What follows belongs to an exercise in optimizing a design on an open flow for small area, a short achievable clock period and few clock cycles per item; a production flow would make more cautious choices.
Where RTL was checked, it was by simulation tests only, not by an equivalence proof against the original.
Power is estimated from default activity; no workload was simulated.

Setup of 07-19:
==> module low_score_flank_window_selector, before the edit <==
module low_score_flank_window_selector
(
    input  logic               clk,
    input  logic               rst_n,
    input  logic               psel,
    input  logic               penable,
    input  logic               pwrite,
    input  logic [lsfws_pkg::PADDR_W-1:0] paddr,
    input  logic [lsfws_pkg::PDATA_W-1:0] pwdata,
    output logic [lsfws_pkg::PDATA_W-1:0] prdata,
    output logic               pready,
    input  logic               item_valid,
    output logic               item_stall,
    input  lsfws_pkg::item_t              item,
    output logic               result_valid,
    input  logic               result_stall,
    output lsfws_pkg::result_t            result
);
    localparam int SLOTS   = lsfws_pkg::WINDOW_SIZE;
    localparam int SCORE_W = lsfws_pkg::SCORE_W;
    localparam int POS_W   = lsfws_pkg::POS_W;
    localparam int PDATA_W = lsfws_pkg::PDATA_W;
    lsfws_pkg::score_t           threshold_reg;
    logic [SLOTS-1:0][POS_W-1:0] pos_reg;
    logic [SLOTS-1:0]            pend_reg;
    logic [SLOTS-1:0]            last_reg;
    logic [SLOTS-1:0]            kept_reg;
    lsfws_pkg::score_t           s1_reg;          
    lsfws_pkg::score_t           s2_reg;          
    lsfws_pkg::score_t           m_reg;           
    logic [2:0]                  fill_reg;
    logic                        stall_reg;
    logic                        out_valid_reg;
    lsfws_pkg::result_t          out_reg;
    function automatic logic lt(input logic [SCORE_W-1:0] a, input logic [SCORE_W-1:0] b);
        logic [31:0] l;
        logic [31:0] e;
        l = '0;
        e = '1;
        for (int i = 0; i < SCORE_W; i++)
        begin
            l[i] = ~a[i] & b[i];
            e[i] = ~(a[i] ^ b[i]);
        end
        for (int w = 1; w < 32; w = w * 2)
            for (int i = 0; i + w < 32; i = i + 2 * w)
            begin
                l[i] = l[i+w] | (e[i+w] & l[i]);
                e[i] = e[i+w] & e[i];
            end
        lt = l[0];
    endfunction
    assign pready = 1'b1;
    always_ff @(posedge clk or negedge rst_n)
    begin
        if (!rst_n)
            threshold_reg <= lsfws_pkg::THRESHOLD_RESET;
        else if (psel && penable && pwrite && !paddr[2])
            threshold_reg <= pwdata[SCORE_W-1:0];
    end
    assign prdata = paddr[2] ? '0 : PDATA_W'(threshold_reg);
    logic             accept;
    logic             insert;
    logic             flush;
    logic             full;
    logic             b1;
    logic             b2;
    logic             bm;
    logic             low;
    logic [SLOTS-1:0] win;         
    logic [SLOTS-1:0] kept_sh;     
    logic [SLOTS-1:0] newp;        
    assign item_stall = stall_reg && result_stall;
    assign accept     = item_valid && !item_stall;
    assign insert     = accept && !item.func;
    assign flush      = accept && item.func;
    assign full       = (fill_reg == 3'd5);
    assign b1 = lt(s1_reg, threshold_reg);
    assign b2 = lt(s2_reg, threshold_reg);
    assign bm = lt(m_reg, threshold_reg);
    always_comb
    begin
        win = '0;
        if (item.func)
        begin
            kept_sh = kept_reg;
            for (int i = 0; i < SLOTS; i++)
                win[i] = (3'(i) < fill_reg);
            if (full)
                low = b1 | b2;                           
            else
                low = (b1 && fill_reg >= 3'd1)
                    | (b2 && fill_reg >= 3'd2)
                    | (bm && fill_reg >= 3'd3);          
        end
        else
        begin
            kept_sh = {kept_reg[SLOTS-2:0], 1'b0};
            for (int i = 0; i < SLOTS; i++)
                win[i] = (3'(i) <= fill_reg);
            if (full)
                low = b2;                                
            else if (fill_reg == 3'd4)
                low = bm | b2;                           
            else
                low = 1'b0;
        end
        newp = low ? (win & ~kept_sh) : '0;
    end
    logic [SLOTS-1:0] pick;        
    logic             load_out;
    logic [POS_W-1:0] pick_pos;
    logic             pick_last;
    always_comb
    begin
        pick = '0;
        for (int i = 0; i < SLOTS; i++)
            if (pend_reg[i])
            begin
                pick    = '0;
                pick[i] = 1'b1;
            end
        pick_pos  = '0;
        pick_last = 1'b0;
        for (int i = 0; i < SLOTS; i++)
        begin
            pick_pos  = pick_pos | (pick[i] ? pos_reg[i] : '0);
            pick_last = pick_last | (pick[i] & last_reg[i]);
        end
    end
    assign load_out = (|pend_reg) && (!out_valid_reg || !result_stall);
    logic [SLOTS-1:0] pend_left;
    logic [SLOTS-1:0] pend_next;
    logic             out_valid_next;
    assign pend_left = load_out ? (pend_reg & ~pick) : pend_reg;
    always_comb
    begin
        if (insert)
            pend_next = {pend_left[SLOTS-2:0], 1'b0} | newp;
        else if (flush)
            pend_next = pend_left | newp;
        else
            pend_next = pend_left;
        out_valid_next = load_out || (out_valid_reg && result_stall);
    end
    always_ff @(posedge clk or negedge rst_n)
    begin
        if (!rst_n)
        begin
            pend_reg      <= '0;
            fill_reg      <= '0;
            stall_reg     <= 1'b0;
            out_valid_reg <= 1'b0;
        end
        else
        begin
            pend_reg <= pend_next;
            if (insert && !full)
                fill_reg <= fill_reg + 3'd1;
            else if (flush)
                fill_reg <= '0;
            stall_reg     <= pend_next[SLOTS-1] && out_valid_next;
            out_valid_reg <= out_valid_next;
        end
    end
    always_ff @(posedge clk)
    begin
        if (insert)
        begin
            pos_reg  <= {pos_reg[SLOTS-2:0], item.position};
            last_reg <= {last_reg[SLOTS-2:0], low};
            kept_reg <= kept_sh | newp;
            s1_reg   <= item.score;
            s2_reg   <= s1_reg;
            if (fill_reg == 3'd2 || lt(s2_reg, m_reg))
                m_reg <= s2_reg;
        end
        else if (flush)
        begin
            last_reg[0] <= last_reg[0] | newp[0];
            kept_reg    <= '0;
        end
        if (load_out)
            out_reg <= {pick_pos, pick_last};
    end
    assign result_valid = out_valid_reg;
    assign result       = out_reg;
endmodule
==> flow/config.mk <==
export PLATFORM = sky130hd
export DESIGN_NAME = low_score_flank_window_selector
export DESIGN_NICKNAME = low_score_flank_window_selector
export VERILOG_FILES = /design/flow/design.v
export SDC_FILE = /design/flow/constraint.sdc
export NUM_CORES = 4
export LEC_CHECK = 0
export CAP_MARGIN = 20
export CORE_MARGIN = 2
export CORE_UTILIZATION = 40
export CTS_BUF_LIST = sky130_fd_sc_hd__clkbuf_4
export CTS_CLUSTER_SIZE = 16
export SETUP_SLACK_MARGIN = 2.8
export SLEW_MARGIN = 20
==> flow/constraint.sdc <==
create_clock -name core_clock -period 5.5 [get_ports {clk}]
set_input_delay 1.1000 -clock core_clock [delete_from_list [all_inputs] [get_ports {clk}]]
set_output_delay 1.1000 -clock core_clock [all_outputs]
set_load 0.01 [all_outputs]
standard.sh (not shown) runs the stock make flow with config.mk's settings and CLKGATE_MAP_FILE= SYNTH_SCRIPT=/design/flow/synth_recipe.tcl, a recipe that flattens the netlist after the stock synthesis.
==> flow/flow/run.sh <==
#!/bin/bash
# The standard layout, with plain buf_2 cells as the port buffers (the
# standard flow picks a delay cell for them). Every tool's output goes to
# flow.log here and ORFS's own logs under orfs/logs.
set -euo pipefail
bash standard.sh "BUFFER_PORTS_ARGS=-buffer_cell sky130_fd_sc_hd__buf_2" finish > flow.log 2>&1
Testbench counts of 07-19, summed over its fixed seeds: cycles 14,112, items 12,000.
What 05-04 does differently from 07-19 at the input level:
diff --git a/flow/design.v b/flow/design.v
--- a/flow/design.v
+++ b/flow/design.v
@@ -54,9 +54,9 @@
     lsfws_pkg::score_t           threshold_reg;
     logic [SLOTS-1:0][POS_W-1:0] pos_reg;
     logic [SLOTS-1:0]            pend_reg;
     logic [SLOTS-1:0]            last_reg;
-    logic [SLOTS-1:0]            kept_reg;
+    logic [2:0]                  unkept_reg;      
     lsfws_pkg::score_t           s1_reg;          
     lsfws_pkg::score_t           s2_reg;          
     lsfws_pkg::score_t           m_reg;           
     logic [2:0]                  fill_reg;
@@ -97,10 +97,9 @@
     logic             b1;
     logic             b2;
     logic             bm;
     logic             low;
-    logic [SLOTS-1:0] win;         
-    logic [SLOTS-1:0] kept_sh;     
+    logic [2:0]       unkept_sh;   
     logic [SLOTS-1:0] newp;        
     assign item_stall = stall_reg && result_stall;
     assign accept     = item_valid && !item_stall;
     assign insert     = accept && !item.func;
@@ -110,14 +109,11 @@
     assign b2 = lt(s2_reg, threshold_reg);
     assign bm = lt(m_reg, threshold_reg);
     always_comb
     begin
-        win = '0;
         if (item.func)
         begin
-            kept_sh = kept_reg;
-            for (int i = 0; i < SLOTS; i++)
-                win[i] = (3'(i) < fill_reg);
+            unkept_sh = unkept_reg;
             if (full)
                 low = b1 | b2;                           
             else
                 low = (b1 && fill_reg >= 3'd1)
@@ -125,19 +121,18 @@
                     | (bm && fill_reg >= 3'd3);          
         end
         else
         begin
-            kept_sh = {kept_reg[SLOTS-2:0], 1'b0};
-            for (int i = 0; i < SLOTS; i++)
-                win[i] = (3'(i) <= fill_reg);
+            unkept_sh = (unkept_reg == 3'd5) ? 3'd5 : unkept_reg + 3'd1;
             if (full)
                 low = b2;                                
             else if (fill_reg == 3'd4)
                 low = bm | b2;                           
             else
                 low = 1'b0;
         end
-        newp = low ? (win & ~kept_sh) : '0;
+        for (int i = 0; i < SLOTS; i++)
+            newp[i] = low && (3'(i) < unkept_sh);
     end
     logic [SLOTS-1:0] pick;        
     logic             load_out;
     logic [POS_W-1:0] pick_pos;
@@ -178,15 +173,20 @@
     begin
         if (!rst_n)
         begin
             pend_reg      <= '0;
+            unkept_reg    <= '0;
             fill_reg      <= '0;
             stall_reg     <= 1'b0;
             out_valid_reg <= 1'b0;
         end
         else
         begin
             pend_reg <= pend_next;
+            if (flush || (insert && low))
+                unkept_reg <= '0;
+            else if (insert)
+                unkept_reg <= unkept_sh;
             if (insert && !full)
                 fill_reg <= fill_reg + 3'd1;
             else if (flush)
                 fill_reg <= '0;
@@ -199,19 +199,15 @@
         if (insert)
         begin
             pos_reg  <= {pos_reg[SLOTS-2:0], item.position};
             last_reg <= {last_reg[SLOTS-2:0], low};
-            kept_reg <= kept_sh | newp;
             s1_reg   <= item.score;
             s2_reg   <= s1_reg;
             if (fill_reg == 3'd2 || lt(s2_reg, m_reg))
                 m_reg <= s2_reg;
         end
         else if (flush)
-        begin
             last_reg[0] <= last_reg[0] | newp[0];
-            kept_reg    <= '0;
-        end
         if (load_out)
             out_reg <= {pick_pos, pick_last};
     end
     assign result_valid = out_valid_reg;
--- outcome ---
Re power: 05-04 is 6.0% up on 07-19. NOTE area taken by multi-input logic gates 07-19->05-04 decreased slightly. When the final numbers for 07-19 and 05-04 were put side by side, the pin slew with the least headroom to its limit turned out to be greater in 07-19. Compared with 07-19, in 05-04 final cell utilization of the core now larger, via count has decreased, relative area change from synthesis to final layout now sits higher. Between 07-19 and 05-04, sequential group power increased. Summary: with 07-19 as the reference, weighted congestion reported at the end of routability-driven placement in 05-04 moved down by a few percent. 05-04: combinational logic power is about 30% higher than what 07-19 reported. 05-04 vs 07-19 — per-cell routed wire length climbed slightly. Logic depth of the worst path, buffers included: higher on 07-19.
Testbench counts of 05-04, summed over its fixed seeds: cycles 14,112, items 12,000.

---

The RTL this note starts from:
==> flow/design.v <==
package lsfws_pkg;
    localparam int WINDOW_SIZE = 5;
    localparam int MID_INDEX   = WINDOW_SIZE / 2;
    localparam int FILL_W      = $clog2(WINDOW_SIZE + 1);
    localparam int POS_W       = 32;
    localparam int SCORE_W     = 17;
    localparam int QUEUE_DEPTH = 2;
    localparam int QPTR_W      = (QUEUE_DEPTH > 1) ? $clog2(QUEUE_DEPTH) : 1;
    localparam int QCNT_W      = $clog2(QUEUE_DEPTH + 1);
    localparam int PADDR_W     = 3;
    localparam int PDATA_W     = 32;
    localparam logic [SCORE_W-1:0] THRESHOLD_RESET = 17'd64881;
    localparam logic FUNC_INSERT = 1'b0;
    localparam logic FUNC_FLUSH  = 1'b1;
    localparam logic [PADDR_W-3:0] REG_SCORE_THRESHOLD = '0;
    typedef logic [POS_W-1:0]   pos_t;
    typedef logic [SCORE_W-1:0] score_t;
    typedef struct packed {
        logic   func;
        pos_t   position;
        score_t score;
    } item_t;
    typedef struct packed {
        pos_t kept_position;
        logic last;
    } result_t;
    typedef struct packed {
        pos_t [WINDOW_SIZE-1:0] positions;
        logic [WINDOW_SIZE-1:0] mask;
    } job_t;
endpackage
module low_score_flank_window_selector
(
    input  logic               clk,
    input  logic               rst_n,
    input  logic               psel,
    input  logic               penable,
    input  logic               pwrite,
    input  logic [lsfws_pkg::PADDR_W-1:0] paddr,
    input  logic [lsfws_pkg::PDATA_W-1:0] pwdata,
    output logic [lsfws_pkg::PDATA_W-1:0] prdata,
    output logic               pready,
    input  logic               item_valid,
    output logic               item_stall,
    input  lsfws_pkg::item_t              item,
    output logic               result_valid,
    input  logic               result_stall,
    output lsfws_pkg::result_t            result
);
    localparam int SLOTS   = lsfws_pkg::WINDOW_SIZE;
    localparam int SCORE_W = lsfws_pkg::SCORE_W;
    localparam int POS_W   = lsfws_pkg::POS_W;
    localparam int PDATA_W = lsfws_pkg::PDATA_W;
    lsfws_pkg::score_t           threshold_reg;
    logic                        thr_fresh_reg;   
    logic [SLOTS-1:0][POS_W-1:0] pos_reg;
    logic [SLOTS-1:0]            pend_reg;
    logic [SLOTS-1:0]            last_reg;
    logic [SLOTS-1:0]            kept_reg;
    lsfws_pkg::score_t           s1_reg;          
    lsfws_pkg::score_t           s2_reg;          
    lsfws_pkg::score_t           m_reg;           
    logic                        b1_reg;          
    logic                        b2_reg;          
    logic                        bm_reg;          
    logic [2:0]                  fill_reg;
    logic                        stall_reg;
    logic                        out_valid_reg;
    lsfws_pkg::result_t          out_reg;
    function automatic logic lt(input logic [SCORE_W-1:0] a, input logic [SCORE_W-1:0] b);
        logic l;
        logic e;
        l = 1'b0;
        e = 1'b1;
        for (int i = SCORE_W - 1; i >= 0; i--)
        begin
            l = l | (e & ~a[i] & b[i]);
            e = e & ~(a[i] ^ b[i]);
        end
        lt = l;
    endfunction
    logic thr_write;
    assign pready    = 1'b1;
    assign thr_write = psel && penable && pwrite && !paddr[2];
    always_ff @(posedge clk or negedge rst_n)
    begin
        if (!rst_n)
        begin
            threshold_reg <= lsfws_pkg::THRESHOLD_RESET;
            thr_fresh_reg <= 1'b0;
        end
        else
        begin
            if (thr_write)
                threshold_reg <= pwdata[SCORE_W-1:0];
            thr_fresh_reg <= thr_write;
        end
    end
    logic [SCORE_W-1:0] prdata_reg;
    always_ff @(posedge clk)
        prdata_reg <= paddr[2] ? '0 : threshold_reg;
    assign prdata = PDATA_W'(prdata_reg);
    logic             accept;
    logic             insert;
    logic             flush;
    logic             full;
    logic             low;
    logic [SLOTS-1:0] win;         
    logic [SLOTS-1:0] kept_sh;     
    logic [SLOTS-1:0] newp;        
    assign item_stall = stall_reg || thr_fresh_reg;
    assign accept     = item_valid && !item_stall;
    assign insert     = accept && !item.func;
    assign flush      = accept && item.func;
    assign full       = (fill_reg == 3'd5);
    always_comb
    begin
        win = '0;
        if (item.func)
        begin
            kept_sh = kept_reg;
            for (int i = 0; i < SLOTS; i++)
                win[i] = (3'(i) < fill_reg);
            if (full)
                low = b1_reg | b2_reg;                   
            else
                low = (b1_reg && fill_reg >= 3'd1)
                    | (b2_reg && fill_reg >= 3'd2)
                    | (bm_reg && fill_reg >= 3'd3);      
        end
        else
        begin
            kept_sh = {kept_reg[SLOTS-2:0], 1'b0};
            for (int i = 0; i < SLOTS; i++)
                win[i] = (3'(i) <= fill_reg);
            if (full)
                low = b2_reg;                            
            else if (fill_reg == 3'd4)
                low = bm_reg | b2_reg;                   
            else
                low = 1'b0;
        end
        newp = low ? (win & ~kept_sh) : '0;
    end
    logic c_item;
    logic c_1;
    logic c_2;
    logic c_m;
    logic s2_below_m;
    assign c_item     = lt(item.score, threshold_reg);
    assign c_1        = lt(s1_reg, threshold_reg);
    assign c_2        = lt(s2_reg, threshold_reg);
    assign c_m        = lt(m_reg, threshold_reg);
    assign s2_below_m = lt(s2_reg, m_reg);
    logic [SLOTS-1:0] pick;        
    logic             load_out;
    logic [POS_W-1:0] pick_pos;
    logic             pick_last;
    always_comb
    begin
        pick = '0;
        for (int i = 0; i < SLOTS; i++)
            if (pend_reg[i])
            begin
                pick    = '0;
                pick[i] = 1'b1;
            end
        pick_pos  = '0;
        pick_last = 1'b0;
        for (int i = 0; i < SLOTS; i++)
        begin
            pick_pos  = pick_pos | (pick[i] ? pos_reg[i] : '0);
            pick_last = pick_last | (pick[i] & last_reg[i]);
        end
    end
    assign load_out = (|pend_reg) && (!out_valid_reg || !result_stall);
    logic [SLOTS-1:0] pend_left;
    logic [SLOTS-1:0] pend_next;
    logic             out_valid_next;
    assign pend_left = load_out ? (pend_reg & ~pick) : pend_reg;
    always_comb
    begin
        if (insert)
            pend_next = {pend_left[SLOTS-2:0], 1'b0} | newp;
        else if (flush)
            pend_next = pend_left | newp;
        else
            pend_next = pend_left;
        out_valid_next = load_out || (out_valid_reg && result_stall);
    end
    always_ff @(posedge clk or negedge rst_n)
    begin
        if (!rst_n)
        begin
            pend_reg      <= '0;
            fill_reg      <= '0;
            stall_reg     <= 1'b0;
            out_valid_reg <= 1'b0;
        end
        else
        begin
            pend_reg <= pend_next;
            if (insert && !full)
                fill_reg <= fill_reg + 3'd1;
            else if (flush)
                fill_reg <= '0;
            stall_reg     <= pend_next[SLOTS-1] && out_valid_next;
            out_valid_reg <= out_valid_next;
        end
    end
    always_ff @(posedge clk)
    begin
        if (insert)
        begin
            pos_reg  <= {pos_reg[SLOTS-2:0], item.position};
            last_reg <= {last_reg[SLOTS-2:0], low};
            kept_reg <= kept_sh | newp;
            s1_reg   <= item.score;
            s2_reg   <= s1_reg;
            if (fill_reg == 3'd2 || s2_below_m)
                m_reg <= s2_reg;
            b1_reg   <= c_item;
            b2_reg   <= c_1;
            bm_reg   <= c_2 | (c_m && fill_reg != 3'd2);
        end
        else
        begin
            if (flush)
            begin
                last_reg[0] <= last_reg[0] | newp[0];
                kept_reg    <= '0;
            end
            b1_reg <= c_1;
            b2_reg <= c_2;
            bm_reg <= c_m;
        end
        if (load_out)
            out_reg <= {pick_pos, pick_last};
    end
    assign result_valid = out_valid_reg;
    assign result       = out_reg;
endmodule
==> flow/config.mk <==
export PLATFORM = sky130hd
export DESIGN_NAME = low_score_flank_window_selector
export DESIGN_NICKNAME = low_score_flank_window_selector
export VERILOG_FILES = /design/flow/design.v
export SDC_FILE = /design/flow/constraint.sdc
export NUM_CORES = 4
export LEC_CHECK = 0
export CAP_MARGIN = 20
export CORE_MARGIN = 2
export CORE_UTILIZATION = 40
export SETUP_SLACK_MARGIN = 3
export SLEW_MARGIN = 20
==> flow/constraint.sdc <==
create_clock -name core_clock -period 5.5 [get_ports {clk}]
set_input_delay 1.1000 -clock core_clock [delete_from_list [all_inputs] [get_ports {clk}]]
set_output_delay 1.1000 -clock core_clock [all_outputs]
set_load 0.01 [all_outputs]
run.sh (not shown) runs the stock make flow with config.mk's settings and CLKGATE_MAP_FILE= SYNTH_SCRIPT=/design/flow/synth_recipe.tcl, a recipe that flattens the netlist after the stock synthesis.
Stock flow here: none of the scripts above is used.
Edit:
--- a/flow/design.v
+++ b/flow/design.v
@@ -93,25 +93,22 @@
         begin
             if (thr_write)
                 threshold_reg <= pwdata[SCORE_W-1:0];
             thr_fresh_reg <= thr_write;
         end
     end
-    logic [SCORE_W-1:0] prdata_reg;
-    always_ff @(posedge clk)
-        prdata_reg <= paddr[2] ? '0 : threshold_reg;
-    assign prdata = PDATA_W'(prdata_reg);
+    assign prdata = paddr[2] ? '0 : PDATA_W'(threshold_reg);
     logic             accept;
     logic             insert;
     logic             flush;
     logic             full;
     logic             low;
     logic [SLOTS-1:0] win;         
     logic [SLOTS-1:0] kept_sh;     
     logic [SLOTS-1:0] newp;        
-    assign item_stall = stall_reg || thr_fresh_reg;
+    assign item_stall = (stall_reg && result_stall) || thr_fresh_reg;
     assign accept     = item_valid && !item_stall;
     assign insert     = accept && !item.func;
     assign flush      = accept && item.func;
     assign full       = (fill_reg == 3'd5);
     always_comb
     begin
The new run produced a clean layout.
Routed wire length came out lower by a few percent.
Area after synthesis came out lower slightly.
Clock-buffer cell count came out lower by 9.
Total power came out higher slightly.
Final cell count came out lower slightly.
Design area came out lower slightly.
Combinational power came out higher by a quarter to a third.
Testbench counts after the change, summed over its fixed seeds: cycles 14,085, items 12,000.
No functional check of the RTL was part of the first run of this note.

## afterwards: timing with drivers on the ports
How much do the figures lean on ideal ports? The routed layouts below were timed once more, with nothing changed but the port constraints.
Step 1: set_driving_cell puts a clkbuf_16 on clk and a buf_2 on each other input, an assumption about the parent block.
Step 2 moves the port delays by t, midway between the first and last clock arrival at a register: inputs arrive t later, outputs are due t later. That takes back most of the time a late clock gives input paths.
Three values: no drivers, after step 1, after step 2; two values: the first two.
| run | t (ns) | setup slack, ns | worst hold slack (ns) | slew at the worst register clock pin (ns) | worst data-port slew with drivers (ns) |
|---|---|---|---|---|---|
| 07-19 | 0.707 | 2.881 / 2.817 / 2.298 | 0.407 / 0.407 / 0.407 | 0.07 / 0.07 | 0.06 |
| 05-04 | 0.680 | 2.832 / 2.806 / 2.229 | 0.417 / 0.417 / 0.417 | 0.07 / 0.07 | 0.07 |
| the first run of note 2 | 0.554 | 3.003 / 2.996 / 2.478 | 0.441 / 0.441 / 0.441 | 0.06 / 0.06 | 0.07 |
| the second run of note 2 | 0.606 | 2.817 / 2.769 / 2.505 | 0.447 / 0.447 / 0.447 | 0.06 / 0.06 | 0.09 |
After both steps every run listed still meets setup and hold. For 05-04, which loses most, drivers alone change the setup slack by -0.026 ns; drivers and shift together by -0.603 ns.
